What follows belongs to an exercise in optimizing a design on an open flow for small area and a short achievable clock period; a production flow would make more cautious choices. Where RTL was checked, it was by simulation tests only, not by an equivalence proof against the original. The RTL of runs 5, 6 and 9 was laid out without a check of its function. Power is estimated from default activity; no workload was simulated.

==> flow/design.v <==
package rpn_pkg;
   localparam int DW_DEF      = 16;
   localparam int CNT_W_DEF   = 10;
   localparam int PROG_AW_DEF = 8;
   typedef enum logic [1:0] {
      KIND_PUSH = 2'b00,
      KIND_OP   = 2'b01,
      KIND_END  = 2'b10,
      KIND_NOP  = 2'b11
   } kind_t;
   typedef enum logic [1:0] {
      OP_NOP = 2'd0,
      OP_NEG = 2'd1,
      OP_ADD = 2'd2,
      OP_MUL = 2'd3
   } op_t;
   typedef enum logic [2:0] {
      ST_IDLE = 3'd0,
      ST_CLR  = 3'd1,
      ST_RUN  = 3'd2,
      ST_DONE = 3'd3,
      ST_ERR  = 3'd4
   } state_t;
   typedef struct packed {
      kind_t              kind;
      logic [DW_DEF-1:0]  imm;
   } instr_t;
   function automatic logic [DW_DEF+1:0] mk_instr(kind_t kind, logic [DW_DEF-1:0] imm);
      mk_instr = {kind, imm};
   endfunction
endpackage
module rpn_prog_mem #(
   parameter int AW = 8,
   parameter int W  = 18
) (
   input  logic          step,
   input  logic          wr,
   input  logic [AW-1:0] waddr,
   input  logic [W-1:0]  wdata,
   input  logic [AW-1:0] raddr,
   output logic [W-1:0]  rdata
);
   logic [W-1:0] mem [2**AW];
   always_ff @(posedge step) begin
      if (wr) mem[waddr] <= wdata;
   end
   assign rdata = mem[raddr];
endmodule
module rpn_sequencer #(
   parameter int PROG_AW = 8,
   parameter int DW      = 16,
   parameter int CNT_W   = 10
) (
   input  logic               step,
   input  logic               nrst,
   input  logic               start,
   input  logic               prog_wr,
   input  logic [PROG_AW-1:0] prog_addr,
   input  logic [DW+1:0]      prog_data,
   output logic               busy,
   output logic               done,
   output logic               err,
   output logic [DW-1:0]      result,
   output logic               calc_nrst,
   output logic               calc_push,
   output logic [DW-1:0]      calc_d,
   output logic [1:0]         calc_op,
   input  logic [CNT_W-1:0]   calc_cnt,
   input  logic [DW-1:0]      calc_out,
   output logic [15:0]        icount
);
   localparam logic [CNT_W-1:0] CNT_FULL = {CNT_W{1'b1}};
   rpn_pkg::state_t             state, state_nx;
   logic [PROG_AW-1:0] pc, pc_nx;
   logic [DW-1:0]      result_nx;
   logic [DW+1:0]      instr;
   rpn_pkg::kind_t              kind;
   rpn_pkg::op_t                op;
   logic               issue;
   logic               restart;
   rpn_prog_mem #(.AW(PROG_AW), .W(DW+2)) u_prog_mem (
      .step  (step),
      .wr    (prog_wr && !busy),
      .waddr (prog_addr),
      .wdata (prog_data),
      .raddr (pc),
      .rdata (instr)
   );
   assign kind    = rpn_pkg::kind_t'(instr[DW+1:DW]);
   assign op      = rpn_pkg::op_t'(instr[1:0]);
   assign restart = start && (state == rpn_pkg::ST_IDLE || state == rpn_pkg::ST_DONE || state == rpn_pkg::ST_ERR);
   always_ff @(posedge step) begin
      if (!nrst) begin
         state  <= rpn_pkg::ST_IDLE;
         pc     <= '0;
         result <= '0;
      end else begin
         state  <= state_nx;
         pc     <= pc_nx;
         result <= result_nx;
      end
   end
   always_comb begin
      state_nx       = state;
      pc_nx          = pc;
      result_nx      = result;
      issue          = 1'b0;
      calc_push = 1'b0;
      calc_d    = '0;
      calc_op   = rpn_pkg::OP_NOP;
      case (state)
         rpn_pkg::ST_IDLE, rpn_pkg::ST_DONE, rpn_pkg::ST_ERR: begin
            if (restart) begin
               state_nx = rpn_pkg::ST_CLR;
               pc_nx    = '0;
            end
         end
         rpn_pkg::ST_CLR: state_nx = rpn_pkg::ST_RUN;
         rpn_pkg::ST_RUN: begin
            case (kind)
               rpn_pkg::KIND_PUSH: begin
                  if (calc_cnt == CNT_FULL) begin
                     state_nx = rpn_pkg::ST_ERR;
                  end else begin
                     calc_push = 1'b1;
                     calc_d    = instr[DW-1:0];
                     issue          = 1'b1;
                  end
               end
               rpn_pkg::KIND_OP: begin
                  if ((op == rpn_pkg::OP_ADD || op == rpn_pkg::OP_MUL) && calc_cnt < CNT_W'(2)) begin
                     state_nx = rpn_pkg::ST_ERR;
                  end else begin
                     calc_op = op;
                     issue        = 1'b1;
                  end
               end
               rpn_pkg::KIND_NOP: issue = 1'b1;
               default: begin
                  result_nx = calc_out;
                  state_nx  = rpn_pkg::ST_DONE;
               end
            endcase
            if (issue) begin
               pc_nx = pc + 1'b1;
               if (pc == {PROG_AW{1'b1}}) state_nx = rpn_pkg::ST_ERR;
            end
         end
         default: state_nx = rpn_pkg::ST_IDLE;
      endcase
   end
   assign busy           = (state == rpn_pkg::ST_CLR) || (state == rpn_pkg::ST_RUN);
   assign done           = (state == rpn_pkg::ST_DONE);
   assign err            = (state == rpn_pkg::ST_ERR);
   assign calc_nrst = nrst && (state != rpn_pkg::ST_CLR);
   logic [15:0] icount_q;
   always_ff @(posedge step) begin
      if (!nrst || restart) icount_q <= '0;
      else if (issue && icount_q != 16'hFFFF) icount_q <= icount_q + 16'd1;
   end
   assign icount = icount_q;
endmodule
==> flow/run.sh <==
#!/bin/bash
# synth_recipe.tcl (not shown) runs the flow's synth.tcl, then flattens the netlist and writes it again
# the make line also repeats each setting of config.mk as NAME=value (left out here)
make -C /OpenROAD-flow-scripts/flow DESIGN_CONFIG=/design/flow/config.mk WORK_HOME=/design/flow/orfs CLKGATE_MAP_FILE= SYNTH_SCRIPT=/design/flow/synth_recipe.tcl finish
==> flow/config.mk <==
export PLATFORM = sky130hd
export DESIGN_NAME = rpn_sequencer
export DESIGN_NICKNAME = rpn_sequencer
export VERILOG_FILES = /design/flow/design.v
export SDC_FILE = /design/flow/constraint.sdc
export NUM_CORES = 4
export LEC_CHECK = 0
export CAP_MARGIN = 20
export CORE_MARGIN = 2
export CORE_UTILIZATION = 40
export SETUP_SLACK_MARGIN = 0.4
export SLEW_MARGIN = 20
export SYNTH_MEMORY_MAX_BITS = 8192
==> flow/constraint.sdc <==
create_clock -name core_clock -period 7.0 [get_ports {step}]
set_input_delay 1.4000 -clock core_clock [delete_from_list [all_inputs] [get_ports {step}]]
set_output_delay 1.4000 -clock core_clock [all_outputs]
set_load 0.01 [all_outputs]
==> results of run 1 <==
[state kept, by name (all words and copies together), names as in the netlist, named ones only]
signal,flops
u_prog_mem.mem,4608
result,16
pc,8
state,3
icount_q,16
[placed cells by master (no fill, tap or decap), drive strengths merged, types with 8 or more instances in the layout]
cell type	Yosys	layout
a21oi	29	29
a22oi	43	43
and2	8	8
and3	11	11
buf	189	506
bufbuf	0	19
bufinv	0	33
clkbuf	209	577
clkdlybuf4s50	0	75
clkinv	2	227
clkinvlp	0	10
dfxtp	51	51
diode	0	20
dlymetal6s2s	0	11
edfxtp	4608	4608
inv	12	25
mux2i	89	89
mux4	1443	1443
nand2	68	68
nand2b	22	22
nand3	34	34
nand4	20	20
nor2	312	312
nor2b	36	36
nor3	16	16
nor4	14	14
o21ai	11	11
o22ai	15	15
[kinds of logic after synthesis]
kind of cell,Yosys count
compound gates,146
xor+xnor,4
fa+ha+maj,2
buf+inv,412
flops,4659
mux,1538
simple gates,568
[worst min-delay path by stage]
stage	from	end	depth (start not counted)
after global routing	icount_q[8]$_SDFFE_PP0P_	icount_q[8]$_SDFFE_PP0P_	2
after global placement	icount_q[8]$_SDFFE_PP0P_	icount_q[8]$_SDFFE_PP0P_	2
after floorplan	pc[5]$_SDFFE_PN0P_	flop	2
after CTS	icount_q[8]$_SDFFE_PP0P_	icount_q[8]$_SDFFE_PP0P_	2
after detailed placement	icount_q[8]$_SDFFE_PP0P_	icount_q[8]$_SDFFE_PP0P_	2
final	icount_q[8]$_SDFFE_PP0P_	icount_q[8]$_SDFFE_PP0P_	2
[worst max-delay path: stages, from the launching register on]
cell,delay (ns)
dfxtp_4,0.38
buf_12,0.15
buf_12,0.15
buf_4,0.19
buf_16,0.17
buf_12,0.14
mux4_2,0.35
nand2_1,0.06
a31oi_1,0.52
nand3_1,0.41
a32oi_1,0.38
nand2_2,0.16
buf_12,0.18
buf_4,0.18
nor4bb_4,0.65
buf_12,0.18
[metrics by stage]
stage	instances	total power, mW	setup WS [ns]	cell area, sq um
floorplan	7329	32.2	1.82	179000
global placement	13300	33.0	0.468	190000
detailed placement	13300	33.1	0.376	190000
CTS	14300	56.9	0.276	207000
global route	14300	58.1	0.299	208000
finish	14400	56.6	0.279	208000
[cells in the mapped netlist, drive strengths merged (12+ instances only)]
| cell type | instances |
|---|---|
| edfxtp | 4608 |
| mux4 | 1443 |
| nor2 | 312 |
| clkbuf | 209 |
| buf | 189 |
| mux2i | 89 |
| nand2 | 68 |
| dfxtp | 51 |
| a22oi | 43 |
| nor2b | 36 |
| nand3 | 34 |
| a21oi | 29 |
| nand2b | 22 |
| nand4 | 20 |
| nor3 | 16 |
| o22ai | 15 |
| nor4 | 14 |
| inv | 12 |
[cell type report]
cell class	instances	area [sq um]	area share (%)
Antenna cell	20	50.0	0.0241
Timing Repair Buffer	640	7970	3.83
Clock buffer	552	11900	5.70
Tap cell	5928	7420	3.57
Clock inverter	281	2590	1.25
Inverter	14	65.1	0.0313
Multi-Input combinational cell	2260	38500	18.5
Sequential cell	4659	139000	67.1
[where the power goes]
group | internal [mW] | switching [mW] | total, mW
clock | 13.3 | 10.6 | 23.9
combinational | 0.845 | 1.21 | 2.05
sequential | 30.7 | 0.0107 | 30.7
[routing by layer]
metal	GRT usage, %	wire, um	vias to the layer above
li1	-	-	33200
met1	30.0	196000	47000
met2	33.6	233000	4483
met3	4.94	47800	723
met4	5.63	14200	18
met5	0	674	-
[what timing repair did]
action,4_1_cts,5_1_grt
setup buffers,57,60
pin swaps,3,4
cloned,49,8
gates resized for setup,131,40
setup endpoints to repair,19,18
==> out/results.tsv, run 1 <==
metric	value	unit
status	no timing/DRC/antenna violations	
fin util	46.7	%
CP max FO	9	
EDFF count, synth	4608	
pin count of the biggest net entering global routing	212	
maximum vdd ir drop	0.239	mV
endpoints failing hold	0	
DRC	0	
area grow syn2layout	16.4	%
Total GRT Usage	21.3	%
leading area contributor after synthesis	edfxtp_1	
Die Ht	672	um
# nets final	8089	
Synth area leaders	edfxtp_1, mux4_2, nor2_1	
CP startpoint kind	flop	
synth warn	2	
setup TNS after final layout	0	ns
Hold Slack	0.491	ns
Root Driver	clkbuf_16	
CTS Buf Count	456	
area share of the largest cell type after synthesis	77.4	%
# IOs	111	
routed via count	85400	
clock period minus worst slack	6.72	ns
multiplexer area fraction after synthesis	18.7	%
Worst Reg-to-Reg Cells	17	
Final Max Slew Viols	0	
clock sink count	4659	
RePlAce Congestion	0.862	
Finish-stage setup viols	0	
CORE AREA	445000	sq um
post-synthesis sequential area ratio	78.0	%
Die Area	452000	sq um
CP Capture Point	calc_op[0]	
post-synthesis compound-gate area fraction	0.570	%
Synth Instances	7329	
H-tree depth	5	
starting density of the core	40.1	%
FF-to-FF setup slack	1.20	ns
global-route wire length before repair	675000	um
Worst-Skew Late Latency	1.00	ns
fmax	0.149	GHz
#FFs+latches synth	4659	
initial antenna violation count	40	
FFs w/ async S/R, synth	0	%
via density per instance	5.95	
Syn Std Cell Area	179000	sq um
DRT iter0 DRCs	11800	
Req. time, crit path	5.60	ns
detailed-route wire length per cell	34.2	um
GRT overflow	0	
Syn Area/Cell	24.4	sq um
layout cells sized above 1	35.1	%
kind of critical path	reg2out	
Critical Path Sink Type	output port	
drt pass-1 iters	8	
Simple-Gate Fraction of Synth Area	1.44	%
Unique masters post-synth	59	
clk_skew	0.0709	ns
Routed Antenna Nets	0	
vias in the first global route	84100	
HP Class	reg2reg	
XOR/XNOR Fraction of Synth Area	0.0196	%
Die Wd	672	um
Least-Margin Pin Slew	1.18	ns
Slew HR	21.7	%
reg2reg end	pc[5]$_SDFFE_PN0P_	
clock buffer depth	4	
dpl hpwl	279000	um
Pleak	62.3	nW
Fillers	35900	
crit share post-route	96.0	%
final wirelength	491000	um
CP arrival	5.32	ns
Clock transition at path regs	0.06	ns
Synth Area in Adders	0.0140	%
Hold Buf Count CTS	0	
cell area power density	272	nW/um^2
largest family of logic cells by synthesized area	multiplexers	
RSZ-0062 raised after global routing	yes	
CTS tree	built	
FP Rows	245	
Max Cap Violations	0	
Most used DFF post-synth	edfxtp_1	
port buffer count	110	
==> run 2, diff against run 1 <==
==> flow/design.v (replaced) <==
package rpn_pkg;
   localparam int DW_DEF      = 16;
   localparam int CNT_W_DEF   = 10;
   localparam int PROG_AW_DEF = 8;
   typedef enum logic [1:0] {
      KIND_PUSH = 2'b00,
      KIND_OP   = 2'b01,
      KIND_END  = 2'b10,
      KIND_NOP  = 2'b11
   } kind_t;
endpackage
module rpn_prog_mem #(
   parameter int AW = 8,
   parameter int W  = 17
) (
   input  logic          step,
   input  logic          wr,
   input  logic [AW-1:0] waddr,
   input  logic [W-1:0]  wdata,
   input  logic [AW-1:0] raddr,
   output logic [W-1:0]  rdata
);
   logic [W-1:0] mem [2**AW];
   always_ff @(posedge step) begin
      if (wr) mem[waddr] <= wdata;
   end
   assign rdata = mem[raddr];
endmodule
module rpn_sequencer (
   input  logic        step,
   input  logic        nrst,
   input  logic        start,
   input  logic        prog_wr,
   input  logic [7:0]  prog_addr,
   input  logic [17:0] prog_data,
   output logic        busy,
   output logic        done,
   output logic        err,
   output logic [15:0] result,
   output logic        calc_nrst,
   output logic        calc_push,
   output logic [15:0] calc_d,
   output logic [1:0]  calc_op,
   input  logic [9:0]  calc_cnt,
   input  logic [15:0] calc_out,
   output logic [15:0] icount
);
   logic st_clr, st_run, st_done, st_err;
   logic [7:0]  raddr;       
   logic [16:0] fi;          
   logic [8:0]  ic;          
   logic [16:0] rdata;
   logic [16:0] wenc;
   wire w_push = (prog_data[17:16] == rpn_pkg::KIND_PUSH);
   assign wenc = {w_push,
                  w_push ? prog_data[15:14] : prog_data[17:16],
                  prog_data[13:0]};
   rpn_prog_mem #(.AW(8), .W(17)) u_prog_mem (
      .step  (step),
      .wr    (prog_wr && !busy),
      .waddr (prog_addr),
      .wdata (wenc),
      .raddr (raddr),
      .rdata (rdata)
   );
   wire f_push = fi[16];
   wire f_op   = !fi[16] && (fi[15:14] == rpn_pkg::KIND_OP);
   wire f_end  = !fi[16] && (fi[15:14] == rpn_pkg::KIND_END);
   wire full   = &calc_cnt;
   wire lt2    = ~|calc_cnt[9:1];
   wire fail   = (f_push && full) || (f_op && fi[1] && lt2);
   wire issue  = st_run && !f_end && !fail;
   wire last   = &ic[7:0];
   wire restart = start && !st_clr && !st_run;
   always_ff @(posedge step) begin
      if (!nrst) begin
         st_clr  <= 1'b0;
         st_run  <= 1'b0;
         st_done <= 1'b0;
         st_err  <= 1'b0;
      end else begin
         st_clr  <= restart;
         st_run  <= st_clr || (issue && !last);
         st_done <= !restart && (st_done || (st_run && f_end));
         st_err  <= !restart && (st_err || (st_run && fail) || (issue && last));
      end
   end
   always_ff @(posedge step) begin
      if (!nrst || restart) ic <= '0;
      else if (issue)       ic <= ic + 9'd1;
   end
   always_ff @(posedge step) begin
      if (!nrst)                 result <= '0;
      else if (st_run && f_end)  result <= calc_out;
   end
   always_ff @(posedge step) begin
      raddr <= restart ? 8'd0 : raddr + 8'd1;
      fi    <= rdata;
   end
   assign busy      = st_clr || st_run;
   assign done      = st_done;
   assign err       = st_err;
   assign calc_nrst = nrst && !st_clr;
   assign calc_push = st_run && f_push && !full;
   assign calc_d    = calc_push ? fi[15:0] : 16'd0;
   assign calc_op   = (st_run && f_op && !(fi[1] && lt2)) ? fi[1:0] : 2'd0;
   assign icount    = {7'd0, ic};
endmodule
==> out/results.tsv, run 2 <==
metric	value	unit
Die Area	429000	sq um
DRC	0	
FFs w/ async S/R, synth	0	%
Fillers	34900	
drt pass-1 iters	6	
Syn Std Cell Area	169000	sq um
CORE AREA	423000	sq um
Root Driver	clkbuf_16	
synth warn	2	
CP arrival	3.44	ns
post-synthesis sequential area ratio	77.7	%
Routed Antenna Nets	0	
Total GRT Usage	22.6	%
CTS Buf Count	438	
#FFs+latches synth	4406	
HP Class	reg2reg	
Req. time, crit path	5.60	ns
maximum vdd ir drop	0.246	mV
FP Rows	239	
detailed-route wire length per cell	34.9	um
vias in the first global route	82700	
GRT overflow	0	
RSZ-0062 raised after global routing	no	
crit share post-route	69.2	%
cell with the most instances after synthesis	edfxtp_1	
CTS tree	built	
cell area power density	343	nW/um^2
starting density of the core	40.1	%
Top Registers	u_prog_mem.mem: 4352 flops, fi: 17 flops, result: 16 flops	
post-cts gate resize count	0	
buffers inserted during post-CTS setup optimization	0	
RePlAce Congestion	0.915	
Clock transition at path regs	0.06	ns
# IOs	111	
kind of critical path	in2out	
leading area contributor after synthesis	edfxtp_1	
met2 usage	35.2	%
global-route wire length before repair	675000	um
Die Wd	655	um
area occupied by multi-input gates	36000	sq um
Synth area leaders	edfxtp_1, mux4_2, mux2i_1	
Top reg by flops	u_prog_mem.mem	
Hold Slack	0.469	ns
clk_skew	0.0583	ns
fmax	0.206	GHz
Unique masters post-synth	72	
commonest non-fill, non-tap cell in the layout	edfxtp_1	
GRT met1 Usage	31.2	%
Pleak	59.4	nW
pin count of the biggest net entering global routing	168	
H-tree depth	5	
Critical Path Sink Type	output port	
area share of the largest cell type after synthesis	77.1	%
CP max FO	14	
layout cells sized above 1	26.1	%
max reg flops	4352	
clock sink count	4406	
gr busiest metal	met2	
via density per instance	5.99	
Die Ht	655	um
Least-Margin Pin Slew	1.30	ns
status	no timing/DRC/antenna violations	
Final Max Slew Viols	0	
EDFF count, synth	4352	
endpoints failing hold	0	
setup TNS after final layout	0	ns
Slew HR	13.3	%
port buffer count	103	
routed via count	84700	
synth cell count leaders	edfxtp_1, mux4_2, mux2i_1, nor2_1, nand2_1	
CP startpoint kind	input port	
GR met3 Demand/Resource	4.56	%
clock buffer depth	4	
dpl hpwl	295000	um
Worst-Skew Late Latency	1.00	ns
Reg area	132000	sq um
# nets final	8127	
initial antenna violation count	43	
clock period minus worst slack	4.84	ns
Syn Area/Cell	22.0	sq um
Hold Buf Count CTS	0	
Max Cap Violations	0	
final wirelength	493000	um
most frequent cells in the layout	edfxtp_1, mux4_2, clkbuf_16	
Finish-stage setup viols	0	
DRT iter0 DRCs	12600	
Synth Instances	7709	
Most used DFF post-synth	edfxtp_1	
area grow syn2layout	13.8	%
run 2: changes by cell type after synthesis, sizes merged, moves of 34 or more:
cell / delta
edfxtp: -256
o221ai: +50
a221oi: +69
nand2: +168
o21ai: +72
mux2i: +355
mux4: -421
buf: +91
clkbuf: -34
a21oi: +90
run 2: area by class of cell:
cell class	count	share of cell area [%]
Inverter	13	0.0298
Clock inverter	282	1.41
Clock buffer	528	5.93
Sequential cell	4406	68.3
Antenna cell	43	0.0558
Multi-Input combinational cell	2841	18.7
Timing Repair Buffer	369	1.91
Tap cell	5663	3.67
run 2: power breakdown:
| group | internal (mW) | switching, mW |
|---|---|---|
| Clock | 13.4 | 9.98 |
| Combinational | 4.94 | 8.48 |
| Sequential | 29.1 | 0.374 |
| Total | 47.4 | 18.8 |
run 2: cell families after synthesis:
group                    Yosys count  synth area share (%)
flip-flops                      4406                  77.7
multiplexers                    1480                  16.3
AND/OR/NAND/NOR                  722                  1.80
AO/OA/AOI/OAI                    616                  2.55
buffers and inverters            468                  1.52
XOR/XNOR                          14                0.0723
adder cells (fa/ha/maj)            2                0.0148
other                              1               0.00221
run 2: final timing paths:
check	from	to	slack (ns)	cells after the start
max	calc_cnt[9]	calc_d[12]	2.16	6
min	result[13]$_SDFFE_PN0P_	result[13]$_SDFFE_PN0P_	0.47	2
max reg2reg	raddr[0]$_SDFF_PP0_	fi[12]$_DFF_P_	2.18	8
min reg2reg	result[13]$_SDFFE_PN0P_	result[13]$_SDFFE_PN0P_	0.47	2
run 2: through the flow:
step	power [mW]	instances	cell area (sq um)	worst slack, ns	utilization [%]
5_1_grt	67.7	14100	193000	2.10	45.6
4_1_cts	66.3	14100	193000	2.14	45.6
3_5_place_dp	43.3	13300	179000	1.69	42.2
6_report	66.2	14100	193000	2.16	45.6
2_1_floorplan	37.4	7715	170000	1.00	-
3_3_place_gp	43.2	13300	179000	1.71	42.2
run 2: worst max-delay path, cell delays in order:
cell	delay, ns
clkdlybuf4s50_1	0.49
nand4_1	0.15
o311a_1	0.40
buf_4	0.23
and2_1	0.22
clkdlybuf4s50_1	0.49
run 2: routing by layer:
metal / vias to the layer above / routed length (um)
met1: 45600 / 191000
li1: 33300 / -
met2: 4899 / 231000
met3: 885 / 48900
met4: 24 / 21900
met5: - / 168
==> run 3, diff against run 2 <==
--- a/flow/design.v
+++ b/flow/design.v
@@ -21,9 +21,17 @@
    output logic [W-1:0]  rdata
 );
-   logic [W-1:0] mem [2**AW];
-   always_ff @(posedge step) begin
-      if (wr) mem[waddr] <= wdata;
+   localparam int N = 2**AW;
+   logic [W-1:0] mem [N];
+   logic [N-1:0] rsel;
+   for (genvar w = 0; w < N; w++) begin : g_word
+      always_ff @(posedge step) begin
+         if (wr && waddr == AW'(w)) mem[w] <= wdata;
+      end
+      assign rsel[w] = (raddr == AW'(w));
    end
-   assign rdata = mem[raddr];
+   always_comb begin
+      rdata = '0;
+      for (int w = 0; w < N; w++) rdata = rdata | ({W{rsel[w]}} & mem[w]);
+   end
 endmodule
 module rpn_sequencer (
--- a/flow/config.mk
+++ b/flow/config.mk
@@ -8,6 +8,7 @@
 export CAP_MARGIN = 20
 export CORE_MARGIN = 2
-export CORE_UTILIZATION = 40
-export SETUP_SLACK_MARGIN = 0.4
+export CORE_UTILIZATION = 65
+export CTS_BUF_LIST = sky130_fd_sc_hd__clkbuf_4 sky130_fd_sc_hd__clkbuf_8
+export SETUP_SLACK_MARGIN = 3.3
 export SLEW_MARGIN = 20
 export SYNTH_MEMORY_MAX_BITS = 8192
==> out/results.tsv, run 3 <==
metric	value	unit
status	stopped before the end	
Halt Stage	global routing	
Log Error	[ERROR GRT-0116] Global routing finished with congestion. Check the congestion regions in the DRC Viewer.	
EDFF count, synth	4352	
GRT overflow	5548	
port buffer count	103	
clock buffer depth	4	
#FFs+latches synth	4406	
Die Wd	504	um
FP Rows	183	
area share of the largest cell type after synthesis	80.5	%
Unique masters post-synth	85	
vias in the first global route	147000	
Root Driver	clkbuf_8	
Most used DFF post-synth	edfxtp_1	
RePlAce Congestion	1.38	
starting density of the core	65.3	%
global-route wire length before repair	1560000	um
Synth area leaders	edfxtp_1, a22oi_1, nor2_1	
CTS Buf Count	684	
dpl hpwl	688000	um
synth warn	3	
FFs w/ async S/R, synth	0	%
synth cell count leaders	edfxtp_1, a22oi_1, nor2_1, clkbuf_1, nand2_1	
Syn Std Cell Area	162000	sq um
clock sink count	4406	
Synth Instances	9212	
Hold Buf Count CTS	0	
pin count of the biggest net entering global routing	152	
cell with the most instances after synthesis	edfxtp_1	
H-tree depth	6	
leading area contributor after synthesis	edfxtp_1	
Syn Area/Cell	17.6	sq um
Die Ht	504	um
post-synthesis sequential area ratio	81.2	%
# IOs	111	
Total GRT Usage	94.2	%
-- run 3: metal layers --
layer  track usage, %  overflow
met4             90.6      1286
met2             99.8      2360
met5             82.1        95
met3             90.9       835
met1             94.1       972
-- run 3: worst max-delay path by stage --
stage | startpoint | endpoint | slack [ns] | depth (start not counted)
after floorplan | prog_data[15] | u_prog_mem.mem[0][15]$_DFFE_PP_ | 2.64 | 2
after global placement | raddr[0]$_SDFF_PP0_ | fi[4]$_DFF_P_ | -0.12 | 9
after detailed placement | raddr[4]$_SDFF_PP0_ | fi[5]$_DFF_P_ | 1.10 | 10
after CTS | calc_cnt[2] | calc_d[3] | 2.80 | 9
-- run 3: power by group through the flow --
stage                     Sequential, mW  Clock (mW)  Combinational [mW]
after floorplan                     29.7           0                1.48
after global placement              29.9           0                4.49
after detailed placement            29.9           0                4.58
after CTS                           29.3        20.8                5.64
-- run 3: repair_timing --
action,in CTS
gates resized for setup,864
pin swaps,246
endpoints found under the setup margin,1274
gates cloned,28
buffers inserted,404
endpoints found under the hold margin,0
-- run 3: cell families after synthesis --
family / share of synthesized area, %
buf+inv: 1.50
compound gates: 11.1
simple gates: 5.69
other cells: 0.00231
fa+ha+maj: 0.0385
mux: 0.362
xor+xnor: 0.0648
flops: 81.2
-- run 3: stage by stage --
step / area, sq um / instances / hold WS, ns / setup WS (ns) / setup TNS [ns]
2_1_floorplan: 162000 / 9218 / 0.456 / 2.64 / 0
3_3_place_gp: 175000 / 12900 / 0.466 / -0.120 / -0.209
3_5_place_dp: 176000 / 13000 / 0.470 / 1.10 / 0
4_1_cts: 197000 / 14600 / 0.475 / 2.80 / 0
==> run 4, diff against run 3 <==
--- a/flow/config.mk
+++ b/flow/config.mk
@@ -9,5 +9,4 @@
 export CORE_MARGIN = 2
 export CORE_UTILIZATION = 65
-export CTS_BUF_LIST = sky130_fd_sc_hd__clkbuf_4 sky130_fd_sc_hd__clkbuf_8
 export SETUP_SLACK_MARGIN = 3.3
 export SLEW_MARGIN = 20
==> out/results.tsv, run 4 <==
metric	value	unit
Die Ht	504	um
Most used DFF post-synth	edfxtp_1	
Halt Stage	global routing	
status	stopped before the end	
clock buffer depth	4	
CTS Buf Count	433	
Hold Buf Count CTS	0	
pin count of the biggest net entering global routing	152	
Unique masters post-synth	85	
synth cell count leaders	edfxtp_1, a22oi_1, nor2_1, clkbuf_1, nand2_1	
global-route wire length before repair	1560000	um
Syn Area/Cell	17.6	sq um
clock sink count	4406	
post-synthesis sequential area ratio	81.2	%
port buffer count	103	
Syn Std Cell Area	162000	sq um
area share of the largest cell type after synthesis	80.5	%
setup slack after placement	1.10	ns
Total GRT Usage	94.6	%
Synth area leaders	edfxtp_1, a22oi_1, nor2_1	
Die Wd	504	um
FP Rows	183	
leading area contributor after synthesis	edfxtp_1	
Post-Place Cells	13000	
vias in the first global route	145000	
Log Error	[ERROR GRT-0116] Global routing finished with congestion. Check the congestion regions in the DRC Viewer.	
dpl hpwl	688000	um
cell with the most instances after synthesis	edfxtp_1	
Synth Instances	9212	
Root Driver	clkbuf_16	
GRT overflow	5888	
starting density of the core	65.3	%
synth warn	3	
EDFF count, synth	4352	
H-tree depth	5	
#FFs+latches synth	4406	
FFs w/ async S/R, synth	0	%
# IOs	111	
RePlAce Congestion	1.38	
==> run 4: cell counts after synthesis <==
Identical to the previous run, type by type.
==> run 4: worst min-delay path by stage <==
stage	start	to	slack [ns]	cells past startpoint
global placement	result[1]$_SDFFE_PN0P_	result[1]$_SDFFE_PN0P_	0.47	2
detailed placement	result[2]$_SDFFE_PN0P_	result[2]$_SDFFE_PN0P_	0.47	2
floorplan	raddr[0]$_SDFF_PP0_	raddr[0]$_SDFF_PP0_	0.46	1
CTS	result[2]$_SDFFE_PN0P_	result[2]$_SDFFE_PN0P_	0.47	2
==> run 4: metal layers <==
metal	overflow	track usage (%)
met5	121	83.2
met4	1286	90.4
met1	1024	94.5
met3	905	91.4
met2	2552	100
==> run 4: repair_timing <==
| action | 4_1_cts |
|---|---|
| cloned | 28 |
| resized for setup | 937 |
| pin swaps | 283 |
| endpoints found under the setup margin | 1544 |
| buffers inserted | 456 |
==> run 4: cell families after synthesis <==
| group | after synthesis | share of synthesized area (%) |
|---|---|---|
| other cells | 1 | 0.00231 |
| simple gates | 1798 | 5.69 |
| xor+xnor | 12 | 0.0648 |
| flops | 4406 | 81.2 |
| buf+inv | 577 | 1.50 |
| mux | 57 | 0.362 |
| compound gates | 2356 | 11.1 |
| fa+ha+maj | 5 | 0.0385 |
==> run 4: metrics by stage <==
step	area (sq um)	total power [mW]	hold slack, ns
CTS	199000	57.9	0.475
detailed placement	176000	34.4	0.470
global placement	175000	34.4	0.466
floorplan	162000	31.2	0.456
==> run 4: power groups by stage <==
stage | sequential [mW] | clock [mW] | combinational, mW
4_1_cts | 29.3 | 22.9 | 5.77
3_3_place_gp | 29.9 | 0 | 4.49
3_5_place_dp | 29.9 | 0 | 4.58
2_1_floorplan | 29.7 | 0 | 1.48
==> run 5, diff against run 4 <==
--- a/flow/design.v
+++ b/flow/design.v
@@ -14,12 +14,14 @@
    parameter int W  = 17
 ) (
-   input  logic          step,
-   input  logic          wr,
-   input  logic [AW-1:0] waddr,
-   input  logic [W-1:0]  wdata,
-   input  logic [AW-1:0] raddr,
-   output logic [W-1:0]  rdata
+   input  logic                step,
+   input  logic                wr,
+   input  logic [AW-1:0]       waddr,
+   input  logic [W-1:0]        wdata,
+   input  logic [2**(AW/2)-1:0] rlo,
+   input  logic [2**(AW/2)-1:0] rhi,
+   output logic [W-1:0]        rdata
 );
-   localparam int N = 2**AW;
+   localparam int N  = 2**AW;
+   localparam int HN = 2**(AW/2);
    logic [W-1:0] mem [N];
    logic [N-1:0] rsel;
@@ -28,5 +30,5 @@
          if (wr && waddr == AW'(w)) mem[w] <= wdata;
       end
-      assign rsel[w] = (raddr == AW'(w));
+      assign rsel[w] = rlo[w % HN] && rhi[w / HN];
    end
    always_comb begin
@@ -55,5 +57,5 @@
 );
    logic st_clr, st_run, st_done, st_err;
-   logic [7:0]  raddr;       
+   logic [15:0] rlo, rhi;    
    logic [16:0] fi;          
    logic [8:0]  ic;          
@@ -69,5 +71,6 @@
       .waddr (prog_addr),
       .wdata (wenc),
-      .raddr (raddr),
+      .rlo   (rlo),
+      .rhi   (rhi),
       .rdata (rdata)
    );
@@ -103,6 +106,12 @@
    end
    always_ff @(posedge step) begin
-      raddr <= restart ? 8'd0 : raddr + 8'd1;
-      fi    <= rdata;
+      if (restart) begin
+         rlo <= 16'd1;
+         rhi <= 16'd1;
+      end else begin
+         rlo <= {rlo[14:0], rlo[15]};
+         if (rlo[15]) rhi <= {rhi[14:0], rhi[15]};
+      end
+      fi <= rdata;
    end
    assign busy      = st_clr || st_run;
--- a/flow/config.mk
+++ b/flow/config.mk
@@ -8,6 +8,10 @@
 export CAP_MARGIN = 20
 export CORE_MARGIN = 2
-export CORE_UTILIZATION = 65
-export SETUP_SLACK_MARGIN = 3.3
+export CORE_UTILIZATION = 50
+export CTS_BUF_LIST = sky130_fd_sc_hd__clkbuf_8
+export CTS_CLUSTER_DIAMETER = 60
+export CTS_CLUSTER_SIZE = 24
+export SETUP_SLACK_MARGIN = 3.4
 export SLEW_MARGIN = 20
 export SYNTH_MEMORY_MAX_BITS = 8192
+export TNS_END_PERCENT = 0
==> out/results.tsv, run 5 <==
metric	value	unit
clock buffer depth	4	
GRT overflow	3726	
dpl hpwl	857000	um
FFs w/ async S/R, synth	0	%
post-synthesis sequential area ratio	81.5	%
area share of the largest cell type after synthesis	80.5	%
Die Ht	574	um
Halt Stage	global routing	
Root Driver	clkbuf_8	
clock sink count	4430	
Unique masters post-synth	65	
cell with the most instances after synthesis	edfxtp_1	
Syn Std Cell Area	162000	sq um
Syn Area/Cell	18.0	sq um
status	stopped before the end	
Log Error	[ERROR GRT-0116] Global routing finished with congestion. Check the congestion regions in the DRC Viewer.	
Die Wd	574	um
port buffer count	103	
Synth area leaders	edfxtp_1, a22oi_1, a22o_1	
Post-Place Cells	13600	
Synth Instances	9005	
Most used DFF post-synth	edfxtp_1	
synth cell count leaders	edfxtp_1, a22oi_1, clkbuf_1, a22o_1, nor2_1	
# IOs	111	
global-route wire length before repair	1870000	um
starting density of the core	50.1	%
pin count of the biggest net entering global routing	137	
H-tree depth	5	
Post-DP Area	177000	sq um
RePlAce Congestion	1.40	
CTS Buf Count	292	
EDFF count, synth	4352	
setup slack after placement	1.43	ns
#FFs+latches synth	4430	
leading area contributor after synthesis	edfxtp_1	
FP Rows	209	
Total GRT Usage	87.4	%
vias in the first global route	150000	
synth warn	3	
## run 5: how the worst max path moves through the flow
stage / startpoint / end / slack (ns) / cells after the start
4_1_cts: fi[1]$_DFF_P_ / calc_op[1] / 2.54 / 6
3_5_place_dp: calc_cnt[3] / calc_d[10] / 1.43 / 8
3_3_place_gp: calc_cnt[6] / calc_op[0] / 1.26 / 7
2_1_floorplan: prog_data[15] / u_prog_mem.mem[0][15]$_DFFE_PP_ / 2.64 / 2
## run 5: timing repair
item | CTS
pin swaps | 23
endpoints found under the setup margin | 2742
gates resized for setup | 175
buffers inserted | 7
hold buffers | 0
gates cloned | 1
## run 5: metal layers
layer	GRT usage [%]	overflow
met1	88.3	540
met2	92.4	1642
met3	84.4	521
met4	82.5	938
met5	73.2	85
## run 5: power groups by stage
stage	registers, mW	clock network (mW)	logic (mW)
after global placement	29.9	0	1.81
after floorplan	29.8	0	0.375
after detailed placement	29.9	0	1.82
after CTS	29.3	14.5	1.83
## run 5: kinds of logic after synthesis
family	Yosys count	synth area share (%)
and+or+nand+nor	1564	5.17
DFF	4430	81.5
muxes	3	0.0185
other	1	0.00231
adders and majority gates	1	0.00771
xor gates and xnor gates	8	0.0432
buffers and inverters	677	1.65
AOI/OAI and AO/OA	2321	11.6
==> run 6, diff against run 5 <==
--- a/flow/config.mk
+++ b/flow/config.mk
@@ -9,7 +9,4 @@
 export CORE_MARGIN = 2
 export CORE_UTILIZATION = 50
-export CTS_BUF_LIST = sky130_fd_sc_hd__clkbuf_8
-export CTS_CLUSTER_DIAMETER = 60
-export CTS_CLUSTER_SIZE = 24
 export SETUP_SLACK_MARGIN = 3.4
 export SLEW_MARGIN = 20
==> out/results.tsv, run 6 <==
metric	value	unit
Hold Buf Count CTS	0	
# IOs	111	
synth cell count leaders	edfxtp_1, a22oi_1, clkbuf_1, a22o_1, nor2_1	
global-route wire length before repair	1890000	um
Die Wd	574	um
Syn Area/Cell	18.0	sq um
Post-DP Area	177000	sq um
H-tree depth	5	
#FFs+latches synth	4430	
Total GRT Usage	88.3	%
post-synthesis sequential area ratio	81.5	%
Syn Std Cell Area	162000	sq um
clock buffer depth	4	
Most used DFF post-synth	edfxtp_1	
status	stopped before the end	
vias in the first global route	152000	
Unique masters post-synth	65	
dpl hpwl	857000	um
starting density of the core	50.1	%
Halt Stage	global routing	
Root Driver	clkbuf_16	
Synth area leaders	edfxtp_1, a22oi_1, a22o_1	
leading area contributor after synthesis	edfxtp_1	
clock sink count	4430	
Log Error	[ERROR GRT-0116] Global routing finished with congestion. Check the congestion regions in the DRC Viewer.	
CTS Buf Count	435	
cell with the most instances after synthesis	edfxtp_1	
FFs w/ async S/R, synth	0	%
RePlAce Congestion	1.40	
Synth Instances	9005	
GRT overflow	4023	
synth warn	3	
EDFF count, synth	4352	
FP Rows	209	
area share of the largest cell type after synthesis	80.5	%
port buffer count	103	
pin count of the biggest net entering global routing	137	
Die Ht	574	um
[run 6: cell counts after synthesis]
Identical to the previous run, type by type.
[run 6: repair_timing]
| item | CTS |
|---|---|
| pin swaps | 23 |
| setup buffers | 6 |
| endpoints found under the setup margin | 3701 |
| gates cloned | 1 |
| resized for setup | 206 |
[run 6: kinds of logic after synthesis]
kind of cell	share of synthesized area (%)
fa+ha+maj	0.00771
xor+xnor	0.0432
mux	0.0185
simple gates	5.17
flops	81.5
compound gates	11.6
buf+inv	1.65
other cells	0.00231
[run 6: layer usage]
metal	track usage (%)	GRT overflow
met2	93.2	1752
met1	89.0	566
met5	73.3	95
met3	85.5	599
met4	83.7	1011
[run 6: worst max-delay path by stage]
stage                                                  to  slack [ns]
after CTS                                      calc_d[10]        2.64
after global placement                         calc_op[0]        1.26
after detailed placement                       calc_d[10]        1.43
after floorplan           u_prog_mem.mem[0][15]$_DFFE_PP_        2.64
[run 6: per-stage QoR]
stage	cells	hold WS (ns)	setup slack [ns]	util [%]
after floorplan	9011	0.482	2.64	-
after CTS	14400	0.479	2.64	59.1
after global placement	13600	0.497	1.26	54.3
after detailed placement	13600	0.473	1.43	54.6
[run 6: power by group through the flow]
stage               combinational, mW  clock [mW]  sequential [mW]
CTS                              1.83        23.7             29.3
detailed placement               1.82           0             29.9
global placement                 1.81           0             29.9
floorplan                       0.375           0             29.8
==> run 7, diff against run 6 <==
--- a/flow/design.v
+++ b/flow/design.v
@@ -25,14 +25,17 @@
    localparam int HN = 2**(AW/2);
    logic [W-1:0] mem [N];
-   logic [N-1:0] rsel;
+   logic [W-1:0] grp [HN];    
    for (genvar w = 0; w < N; w++) begin : g_word
       always_ff @(posedge step) begin
          if (wr && waddr == AW'(w)) mem[w] <= wdata;
       end
-      assign rsel[w] = rlo[w % HN] && rhi[w / HN];
    end
    always_comb begin
+      for (int g = 0; g < HN; g++) begin
+         grp[g] = '0;
+         for (int j = 0; j < HN; j++) grp[g] = grp[g] | ({W{rlo[j]}} & mem[g*HN + j]);
+      end
       rdata = '0;
-      for (int w = 0; w < N; w++) rdata = rdata | ({W{rsel[w]}} & mem[w]);
+      for (int g = 0; g < HN; g++) rdata = rdata | ({W{rhi[g]}} & grp[g]);
    end
 endmodule
--- a/flow/config.mk
+++ b/flow/config.mk
@@ -8,7 +8,10 @@
 export CAP_MARGIN = 20
 export CORE_MARGIN = 2
-export CORE_UTILIZATION = 50
-export SETUP_SLACK_MARGIN = 3.4
+export CORE_UTILIZATION = 55
+export CTS_BUF_LIST = sky130_fd_sc_hd__clkbuf_8
+export CTS_CLUSTER_DIAMETER = 40
+export CTS_CLUSTER_SIZE = 16
+export SETUP_SLACK_MARGIN = 3.0
 export SLEW_MARGIN = 20
 export SYNTH_MEMORY_MAX_BITS = 8192
-export TNS_END_PERCENT = 0
+export TNS_END_PERCENT = 100
==> out/results.tsv, run 7 <==
metric	value	unit
vias in the first global route	86400	
RePlAce Congestion	0.926	
# IOs	111	
critical-path cell with the highest stage delay	or4_1	
FF-to-FF setup slack	2.71	ns
commonest non-fill, non-tap cell in the layout	edfxtp_1	
CP max FO	105	
Max Cap Violations	0	
area share of the largest cell type after synthesis	82.1	%
clock buffer depth	4	
Root Driver	clkbuf_8	
synth cell count leaders	edfxtp_1, a22oi_1, a22o_1, a221oi_1, nand3_1	
leading area contributor after synthesis	edfxtp_1	
Critical Path Sink Type	flop	
port buffer count	103	
Syn Std Cell Area	159000	sq um
Clock transition at path regs	0.09	ns
Synth Instances	8511	
Top reg by flops	u_prog_mem.mem	
clock period minus worst slack	4.29	ns
DRC	0	
cell with the most instances after synthesis	edfxtp_1	
Die Ht	542	um
CP startpoint kind	flop	
crit path from	rlo[2]$_SDFF_PP0_	
kind of critical path	reg2reg	
HP Class	reg2reg	
max incr delay on CP	0.81	ns
drt pass-1 iters	6	
GRT overflow	0	
Die Area	294000	sq um
multiplexer area fraction after synthesis	0.107	%
CORE AREA	288000	sq um
Unique masters post-synth	41	
pin count of the biggest net entering global routing	127	
via density per instance	7.02	
DRT iter0 DRCs	15300	
CP arrival	5.34	ns
FFs w/ async S/R, synth	0	%
Synth area leaders	edfxtp_1, a22oi_1, a22o_1	
cell area after layout	178000	sq um
Req. time, crit path	8.05	ns
Hold Slack	0.463	ns
Routed Antenna Nets	0	
Syn Area/Cell	18.7	sq um
Slew HR	19.2	%
max reg flops	4352	
crit share post-route	61.3	%
area grow syn2layout	11.9	%
Top Registers	u_prog_mem.mem: 4352 flops, fi: 17 flops	
Most used DFF post-synth	edfxtp_1	
XOR/XNOR Fraction of Synth Area	0.0440	%
maximum vdd ir drop	0.213	mV
Pleak	54.1	nW
CP Capture Point	fi[2]$_DFF_P_	
status	no timing/DRC/antenna violations	
FP Rows	197	
starting density of the core	55.3	%
Least-Margin Pin Slew	1.21	ns
final wirelength	503000	um
detailed-route wire length per cell	38.5	um
r2r startpoint	rlo[2]$_SDFF_PP0_	
Critical Path Most Common Cell	nand4_1	
CTS tree	built	
Total GRT Usage	33.6	%
H-tree depth	6	
CTS Buf Count	543	
layout cells sized above 1	15.7	%
post-synthesis sequential area ratio	83.1	%
largest family of logic cells by synthesized area	compound AO/OA/AOI/OAI gates	
Simple-Gate Fraction of Synth Area	3.28	%
post-synthesis compound-gate area fraction	11.9	%
dpl hpwl	294000	um
# nets final	8872	
Worst-Skew Late Latency	1.24	ns
most frequent cells in the layout	edfxtp_1, a22oi_1, clkbuf_8	
cell area power density	293	nW/um^2
EDFF count, synth	4352	
Worst Reg-to-Reg Cells	7	
reg2reg end	fi[2]$_DFF_P_	
Post-DP Area	165000	sq um
Die Wd	542	um
worst hold path depth	2	
clk_skew	0.0831	ns
Hold Buf Count CTS	0	
fmax	0.233	GHz
routed via count	91600	
CP cell instances	buf_4 -> buf_12 -> a22oi_1 -> nand4_1 -> o21ai_0 -> nand4_1 -> or4_1	
initial antenna violation count	31	
#FFs+latches synth	4430	
synth warn	4	
Final Max Slew Viols	0	
endpoints failing hold	0	
global-route wire length before repair	688000	um
setup TNS after final layout	0	ns
RSZ-0062 raised after global routing	yes	
clock sink count	4430	
Finish-stage setup viols	0	
Synth Area in Adders	0.00786	%
run 7: repair_timing:
| item | CTS | global route |
|---|---|---|
| gates cloned | 2 | 0 |
| setup endpoints to repair | 26 | 698 |
| pin swaps | 14 | 15 |
| hold endpoints to repair | 0 | 0 |
| gates resized for setup | 124 | 71 |
| buffers inserted | 14 | 3 |
run 7: cell type report:
class | instances | area (sq um)
Timing Repair Buffer | 308 | 3140
Clock buffer | 554 | 7620
Fill cell | 20400 | 110000
Clock inverter | 441 | 4590
Tap cell | 3781 | 4730
Antenna cell | 16 | 40.0
Multi-Input combinational cell | 3527 | 25600
Sequential cell | 4430 | 132000
Inverter | 5 | 26.3
run 7: how the worst min path moves through the flow:
| stage | endpoint | startpoint | slack, ns |
|---|---|---|---|
| 6_report | result[4]$_SDFFE_PN0P_ | result[4]$_SDFFE_PN0P_ | 0.46 |
| 5_1_grt | result[2]$_SDFFE_PN0P_ | result[2]$_SDFFE_PN0P_ | 0.49 |
| 4_1_cts | result[4]$_SDFFE_PN0P_ | result[4]$_SDFFE_PN0P_ | 0.47 |
| 3_5_place_dp | result[4]$_SDFFE_PN0P_ | result[4]$_SDFFE_PN0P_ | 0.46 |
| 3_3_place_gp | result[2]$_SDFFE_PN0P_ | result[2]$_SDFFE_PN0P_ | 0.46 |
| 2_1_floorplan | st_run$_SDFF_PN0_ | st_clr$_SDFF_PN0_ | 0.48 |
run 7: critical path, delay by kind of cell (launching register included):
| kind | cells | cell delay (ns) |
|---|---|---|
| simple gates | 3 | 1.70 |
| buf+inv | 2 | 0.60 |
| flops | 1 | 0.49 |
| compound gates | 2 | 1.00 |
run 7: cell families after synthesis:
family	after synthesis
buf+inv	562
fa+ha+maj	1
other cells	1
mux	17
xor+xnor	8
simple gates	1032
flops	4430
compound gates	2460
run 7: power breakdown:
group	internal [mW]	leakage, nW	switching [mW]
Sequential	29.1	39.8	0.114
Clock	10.1	6.16	10.5
Combinational	0.544	8.17	1.69
Total	39.8	54.1	12.3
run 7: routing by layer:
layer / part of all wire (%) / GRT usage, % / routed length, um
met5: 0.063 / 0.230 / 318
met4: 4.1 / 12.9 / 20700
met3: 12 / 8.16 / 59300
met2: 46 / 50.8 / 230000
met1: 38 / 47.7 / 192000
run 7: metrics by stage:
step | worst slack (ns) | total power [mW] | instances | util [%]
after floorplan | 2.64 | 30.7 | 8517 | -
after global placement | 1.81 | 32.0 | 12000 | 57.4
after detailed placement | 1.80 | 32.0 | 12000 | 57.4
after CTS | 2.95 | 52.2 | 13000 | 61.7
after global routing | 2.81 | 53.3 | 13100 | 61.8
final | 2.71 | 52.1 | 13100 | 61.9
==> run 8, diff against run 7 <==
--- a/flow/config.mk
+++ b/flow/config.mk
@@ -9,9 +9,9 @@
 export CORE_MARGIN = 2
 export CORE_UTILIZATION = 55
-export CTS_BUF_LIST = sky130_fd_sc_hd__clkbuf_8
-export CTS_CLUSTER_DIAMETER = 40
-export CTS_CLUSTER_SIZE = 16
-export SETUP_SLACK_MARGIN = 3.0
+export CTS_BUF_LIST = sky130_fd_sc_hd__clkbuf_16
+export CTS_CLUSTER_DIAMETER = 60
+export CTS_CLUSTER_SIZE = 30
+export SETUP_SLACK_MARGIN = 3.3
 export SLEW_MARGIN = 20
 export SYNTH_MEMORY_MAX_BITS = 8192
-export TNS_END_PERCENT = 100
+export TNS_END_PERCENT = 20
==> out/results.tsv, run 8 <==
metric	value	unit
DRC	0	
clk_skew	0.0385	ns
Simple-Gate Fraction of Synth Area	3.28	%
Req. time, crit path	7.83	ns
Most used DFF post-synth	edfxtp_1	
detailed-route wire length per cell	39.7	um
Syn Std Cell Area	159000	sq um
fmax	0.238	GHz
Clock transition at path regs	0.10	ns
# IOs	111	
Synth area leaders	edfxtp_1, a22oi_1, a22o_1	
cell area after layout	176000	sq um
crit share post-route	60.0	%
cell with the most instances after synthesis	edfxtp_1	
multiplexer area fraction after synthesis	0.107	%
post-synthesis sequential area ratio	83.1	%
initial antenna violation count	33	
final wirelength	500000	um
RSZ-0062 raised after global routing	yes	
# nets final	8622	
Worst-Skew Late Latency	0.95	ns
Synth Instances	8511	
Worst Reg-to-Reg Cells	7	
worst hold path depth	2	
CORE AREA	288000	sq um
CP startpoint kind	flop	
GRT overflow	0	
Final Max Slew Viols	0	
Synth Area in Adders	0.00786	%
starting density of the core	55.3	%
Critical Path Sink Type	flop	
Hold Buf Count CTS	0	
Post-Layout Cell Count	12600	
status	no timing/DRC/antenna violations	
cell area power density	282	nW/um^2
Max Cap Violations	0	
dpl hpwl	299000	um
Hold Slack	0.471	ns
#FFs+latches synth	4430	
Top Registers	u_prog_mem.mem: 4352 flops, fi: 17 flops	
setup TNS after final layout	0	ns
Post-DP Area	165000	sq um
Pleak	52.8	nW
FF-to-FF setup slack	2.80	ns
CTS tree	built	
vias in the first global route	84200	
clock period minus worst slack	4.20	ns
Top reg by flops	u_prog_mem.mem	
pin count of the biggest net entering global routing	129	
XOR/XNOR Fraction of Synth Area	0.0440	%
synth cell count leaders	edfxtp_1, a22oi_1, a22o_1, a221oi_1, nand3_1	
EDFF count, synth	4352	
Die Wd	542	um
Total GRT Usage	33.5	%
area share of the largest cell type after synthesis	82.1	%
commonest non-fill, non-tap cell in the layout	edfxtp_1	
global-route wire length before repair	683000	um
Slew HR	16.9	%
fin util	61.2	%
hold path start	result[11]$_SDFFE_PN0P_	
clock sink count	4430	
Die Area	294000	sq um
leading area contributor after synthesis	edfxtp_1	
Syn Area/Cell	18.7	sq um
CTS Buf Count	275	
Least-Margin Pin Slew	1.23	ns
synth warn	4	
maximum vdd ir drop	0.258	mV
via density per instance	7.11	
H-tree depth	5	
port buffer count	103	
post-synthesis compound-gate area fraction	11.9	%
Post-Place Cells	12000	
largest family of logic cells by synthesized area	compound AO/OA/AOI/OAI gates	
FP Rows	197	
Finish-stage setup viols	0	
r2r startpoint	rlo[3]$_SDFF_PP0_	
area grow syn2layout	10.7	%
drt pass-1 iters	8	
DRT iter0 DRCs	15400	
CP arrival	5.03	ns
RePlAce Congestion	0.936	
routed via count	89500	
FFs w/ async S/R, synth	0	%
Die Ht	542	um
max reg flops	4352	
clock buffer depth	4	
reg2reg end	fi[16]$_DFF_P_	
layout cells sized above 1	12.3	%
CP max FO	53	
most frequent cells in the layout	edfxtp_1, a22oi_1, a22o_1	
Root Driver	clkbuf_16	
Worst Hold End	result[11]$_SDFFE_PN0P_	
endpoints failing hold	0	
HP Class	reg2reg	
kind of critical path	reg2reg	
Unique masters post-synth	41	
Routed Antenna Nets	0	
[run 8: cell counts after synthesis]
No cell type changed its count.
[run 8: cell families after synthesis]
group           after synthesis
fa+ha+maj                     1
compound gates             2460
simple gates               1032
other cells                   1
mux                          17
xor+xnor                      8
flops                      4430
buf+inv                     562
[run 8: cell type report]
cell class / instances / area (sq um)
flip-flops and latches: 4430 / 132000
fillers: 20500 / 112000
multi-input cells: 3527 / 26000
clock buffers: 284 / 7110
well taps: 3781 / 4730
repair buffers: 326 / 3440
clock inverters: 217 / 2460
diodes: 18 / 45.0
inverters: 5 / 26.3
[run 8: how the worst max path moves through the flow]
| stage | start | endpoint | slack (ns) | cells past startpoint |
|---|---|---|---|---|
| 2_1_floorplan | prog_data[15] | u_prog_mem.mem[0][15]$_DFFE_PP_ | 2.64 | 2 |
| 3_3_place_gp | prog_wr | u_prog_mem.mem[50][6]$_DFFE_PP_ | 1.61 | 6 |
| 3_5_place_dp | prog_wr | u_prog_mem.mem[50][6]$_DFFE_PP_ | 1.56 | 6 |
| 4_1_cts | rlo[3]$_SDFF_PP0_ | fi[4]$_DFF_P_ | 3.00 | 7 |
| 5_1_grt | prog_addr[1] | u_prog_mem.mem[110][4]$_DFFE_PP_ | 2.95 | 5 |
| 6_report | rlo[3]$_SDFF_PP0_ | fi[16]$_DFF_P_ | 2.80 | 7 |
[run 8: where the power goes]
| group | internal, mW | total [mW] | switching (mW) | leakage, nW |
|---|---|---|---|---|
| registers | 29.1 | 29.3 | 0.134 | 39.7 |
| logic | 0.549 | 2.29 | 1.74 | 8.38 |
| clock network | 8.39 | 18.0 | 9.65 | 4.67 |
[run 8: per-layer routing]
layer	global-route usage (%)	vias to the layer above	share of wire (%)
li1	-	36000	-
met1	48.0	46800	38
met2	50.8	5965	46
met3	6.47	743	11
met4	14.2	6	4.9
met5	0	-	0.0082
[run 8: worst max-delay path, cell delays in order (launching register included)]
cell	delay, ns
dfxtp_4	0.51
buf_4	0.32
buf_4	0.41
a221oi_1	0.39
nand3_1	0.16
o21ai_0	0.98
nand4_1	0.59
or4_1	0.66
[run 8: what timing repair did]
| item | CTS | global route |
|---|---|---|
| cloned | 2 | 0 |
| pin swaps | 9 | 21 |
| resized for setup | 201 | 132 |
| setup endpoints to repair | 2266 | 2510 |
| buffers inserted | 12 | 14 |
[run 8: stage by stage]
stage	setup WS (ns)	power, mW
finish	2.80	49.6
global route	2.95	50.6
CTS	3.00	49.6
detailed placement	1.56	32.1
global placement	1.61	32.1
floorplan	2.64	30.7
==> run 9, diff against run 8 <==
--- a/flow/design.v
+++ b/flow/design.v
@@ -24,15 +24,25 @@
    localparam int N  = 2**AW;
    localparam int HN = 2**(AW/2);
-   logic [W-1:0] mem [N];
-   logic [W-1:0] grp [HN];    
+   logic [W-1:0]  mem [N];
+   logic [W-1:0]  grp [HN];    
+   logic          pw;          
+   logic [AW-1:0] pa;
+   logic [W-1:0]  pd;
+   logic [W-1:0]  word0;       
+   always_ff @(posedge step) begin
+      pw <= wr;
+      pa <= waddr;
+      pd <= wdata;
+   end
    for (genvar w = 0; w < N; w++) begin : g_word
       always_ff @(posedge step) begin
-         if (wr && waddr == AW'(w)) mem[w] <= wdata;
+         if (pw && pa == AW'(w)) mem[w] <= pd;
       end
    end
+   assign word0 = (pw && pa == '0) ? pd : mem[0];
    always_comb begin
       for (int g = 0; g < HN; g++) begin
          grp[g] = '0;
-         for (int j = 0; j < HN; j++) grp[g] = grp[g] | ({W{rlo[j]}} & mem[g*HN + j]);
+         for (int j = 0; j < HN; j++) grp[g] = grp[g] | ({W{rlo[j]}} & ((g*HN + j == 0) ? word0 : mem[g*HN + j]));
       end
       rdata = '0;
==> out/results.tsv, run 9 <==
metric	value	unit
Critical Path Sink Type	output port	
FP Rows	197	
Reg area	133000	sq um
DRT iter0 DRCs	14100	
# IOs	111	
Pint	38.4	mW
RePlAce Congestion	0.875	
pin count of the biggest net entering global routing	160	
CP cell instances	buf_8 -> nand4_1 -> buf_4 -> o311a_4 -> buf_6 -> and2_4 -> buf_6	
FFs w/ async S/R, synth	0	%
Least-Margin Pin Slew	1.23	ns
largest family of logic cells by synthesized area	compound AO/OA/AOI/OAI gates	
fin util	61.6	%
area grow syn2layout	11.5	%
Sequential Power Share	59.3	%
RSZ-0062 raised after global routing	yes	
synth cell count leaders	edfxtp_1, a22oi_1, a221oi_1, a22o_1, clkbuf_1	
cell with the most instances after synthesis	edfxtp_1	
Worst-Skew Late Latency	0.94	ns
CORE AREA	288000	sq um
Hold Slack	0.468	ns
EDFF count, synth	4335	
Routed Antenna Nets	0	
Top reg by flops	u_prog_mem.mem	
critical-path cell with the highest stage delay	o311a_4	
Simple-Gate Fraction of Synth Area	2.88	%
DRC	0	
CP arrival	2.59	ns
vias in the first global route	83500	
# nets final	8712	
kind of critical path	in2out	
CTS Buf Count	273	
clock sink count	4456	
Critical Path Most Common Cell	buf_6	
max incr delay on CP	0.39	ns
initial antenna violation count	21	
clock buffer depth	4	
detailed-route wire length per cell	37.8	um
Finish-stage setup viols	0	
via density per instance	7.00	
layout cells sized above 1	12.7	%
commonest non-fill, non-tap cell in the layout	edfxtp_1	
endpoints failing hold	0	
Total GRT Usage	31.5	%
Unique masters post-synth	48	
setup TNS after final layout	0	ns
area share of the largest cell type after synthesis	81.7	%
Req. time, crit path	5.60	ns
Final WS setup	3.01	ns
Die Area	294000	sq um
Die Wd	542	um
setup slack after placement	2.37	ns
Synth Area in Adders	0.00785	%
combinational power share	4.3	%
routed via count	88600	
port buffer count	103	
Final Max Slew Viols	0	
maximum vdd ir drop	0.272	mV
starting density of the core	55.3	%
CP max FO	4	
CP startpoint kind	input port	
HP Class	reg2reg	
Most used DFF post-synth	edfxtp_1	
Syn Std Cell Area	159000	sq um
Synth area leaders	edfxtp_1, a22oi_1, a221oi_1	
drt pass-1 iters	11	
clock period minus worst slack	3.99	ns
max reg flops	4352	
multiplexer area fraction after synthesis	0.251	%
Max Cap Violations	0	
#FFs+latches synth	4456	
Synth Instances	8380	
Clock transition at path regs	0.08	ns
most frequent cells in the layout	edfxtp_1, a22oi_1, a22o_1	
H-tree depth	5	
clock share of power	36.4	%
GRT overflow	0	
Psw	11.2	mW
switching share of power	22.6	%
synth warn	4	
fmax	0.250	GHz
clk_skew	0.0512	ns
CTS tree	built	
dpl hpwl	264000	um
crit share post-route	57.1	%
Root Driver	clkbuf_16	
Syn Area/Cell	19.0	sq um
final wirelength	479000	um
global-route wire length before repair	650000	um
Slew HR	18.0	%
Fillers	20300	
XOR/XNOR Fraction of Synth Area	0.0330	%
status	no timing/DRC/antenna violations	
leading area contributor after synthesis	edfxtp_1	
cell area power density	279	nW/um^2
post-synthesis sequential area ratio	83.2	%
Top Registers	u_prog_mem.mem: 4352 flops, fi: 17 flops, u_prog_mem.pd: 17 flops	
area occupied by multi-input gates	25200	sq um
Pleak	54.5	nW
post-synthesis compound-gate area fraction	12.2	%
Die Ht	542	um
==> run 9: cell count changes in the layout (fill, tap and decap cells not counted), sizes merged, moves of 14 or more <==
cell / change
a22oi: -475
a221oi: +231
a22o: +231
buf: +200
nand3: -120
o21ai: -108
dfxtp: +43
a222oi: +34
a2111o: +17
a211o: +17
edfxtp: -17
mux2: +17
or4: -17
clkdlybuf4s50: +14
==> run 9: worst paths after layout <==
check / start / to / cells past startpoint / slack [ns]
min: result[5]$_SDFFE_PN0P_ / result[5]$_SDFFE_PN0P_ / 2 / 0.47
max reg2reg: rlo[10]$_SDFF_PP0_ / fi[4]$_DFF_P_ / 7 / 3.09
max: calc_cnt[8] / calc_d[13] / 7 / 3.01
min reg2reg: result[5]$_SDFFE_PN0P_ / result[5]$_SDFFE_PN0P_ / 2 / 0.47
==> run 9: routing by layer <==
metal  wire, um  global-route usage (%)
met1     187000                    44.9
met2     224000                    49.1
met3      48000                    5.15
met4      20500                    12.2
met5         62                       0
==> run 9: cell type report <==
| cell class | count | share of cell area, % |
|---|---|---|
| diodes | 15 | 0.0211 |
| clock buffers | 286 | 4.03 |
| clock inverters | 205 | 1.35 |
| inverters | 5 | 0.0106 |
| multi-input cells | 3369 | 14.2 |
| flip-flops and latches | 4456 | 74.7 |
| well taps | 3781 | 2.66 |
| repair buffers | 550 | 3.02 |
==> run 9: critical path: cells and delay by family <==
family / cells / cell delay, ns
AO/OA/AOI/OAI: 1 / 0.39
buffers and inverters: 4 / 0.51
AND/OR/NAND/NOR: 2 / 0.30
==> run 9: metrics by stage <==
step	power, mW	cell area (sq um)	std cells
floorplan	31.0	159000	8386
global placement	32.1	167000	12100
detailed placement	32.1	167000	12100
CTS	49.7	177000	12600
global route	50.7	178000	12700
finish	49.6	178000	12700
==> run 9: cell families (layout without fill, tap and decap cells) <==
group | after synthesis | count (layout)
mux | 34 | 34
other cells | 1 | 22
buf+inv | 563 | 1046
flops | 4456 | 4456
fa+ha+maj | 1 | 1
simple gates | 910 | 910
compound gates | 2409 | 2411
xor+xnor | 6 | 6
==> run 9: timing repair <==
item / CTS / global route
buffers inserted: 7 / 38
gates cloned: 2 / 6
pin swaps: 13 / 12
endpoints found under the setup margin: 36 / 64
hold buffers: 0 / 0
resized for setup: 138 / 45
==> run 9: power groups by stage <==
stage | combinational (mW) | clock, mW | sequential [mW]
global route | 2.22 | 19.1 | 29.4
floorplan | 0.889 | 0 | 30.1
finish | 2.13 | 18.0 | 29.4
global placement | 1.97 | 0 | 30.1
detailed placement | 2.01 | 0 | 30.1
CTS | 2.02 | 18.2 | 29.5

[port drivers added, routing unchanged]
The flow's constraints put no driver on any port. The routed layouts listed below were extracted and timed again, unchanged, in two steps.
Step 1 assumes that a clkbuf_16 drives the clock port and a buf_2 every other input.
Step 2, shift: input delay + t, output delay - t, t = (earliest + latest rising clock arrival at the registers) / 2. This alone moves slack from input paths to output paths.
a / b / c = no drivers / after step 1 / after step 2; a / b = the first two.
| run | shift t [ns] | setup slack, ns | worst hold slack (ns) | worst setup path at the end | worst data-port slew with drivers (ns) |
|---|---|---|---|---|---|
| run 1 | 1.094 | 0.279 / 0.167 / 1.199 | 0.491 / 0.491 / 0.491 | register to register | 0.21 |
| run 2 | 1.083 | 2.157 / 2.125 / 1.609 | 0.469 / 0.469 / 0.469 | input to register | 0.11 |
| run 7 | 1.295 | 2.709 / 2.709 / 1.746 | 0.463 / 0.463 / 0.463 | input to register | 0.20 |
| run 8 | 1.026 | 2.801 / 2.801 / 1.883 | 0.471 / 0.471 / 0.471 | input to register | 0.17 |
| run 9 | 1.015 | 3.006 / 2.941 / 2.941 | 0.468 / 0.468 / 0.468 | input to output | 0.06 |
After both steps every run listed still meets setup and hold. For run 7, which loses most, drivers alone change the setup slack by 0.000 ns; drivers and shift together by -0.963 ns.
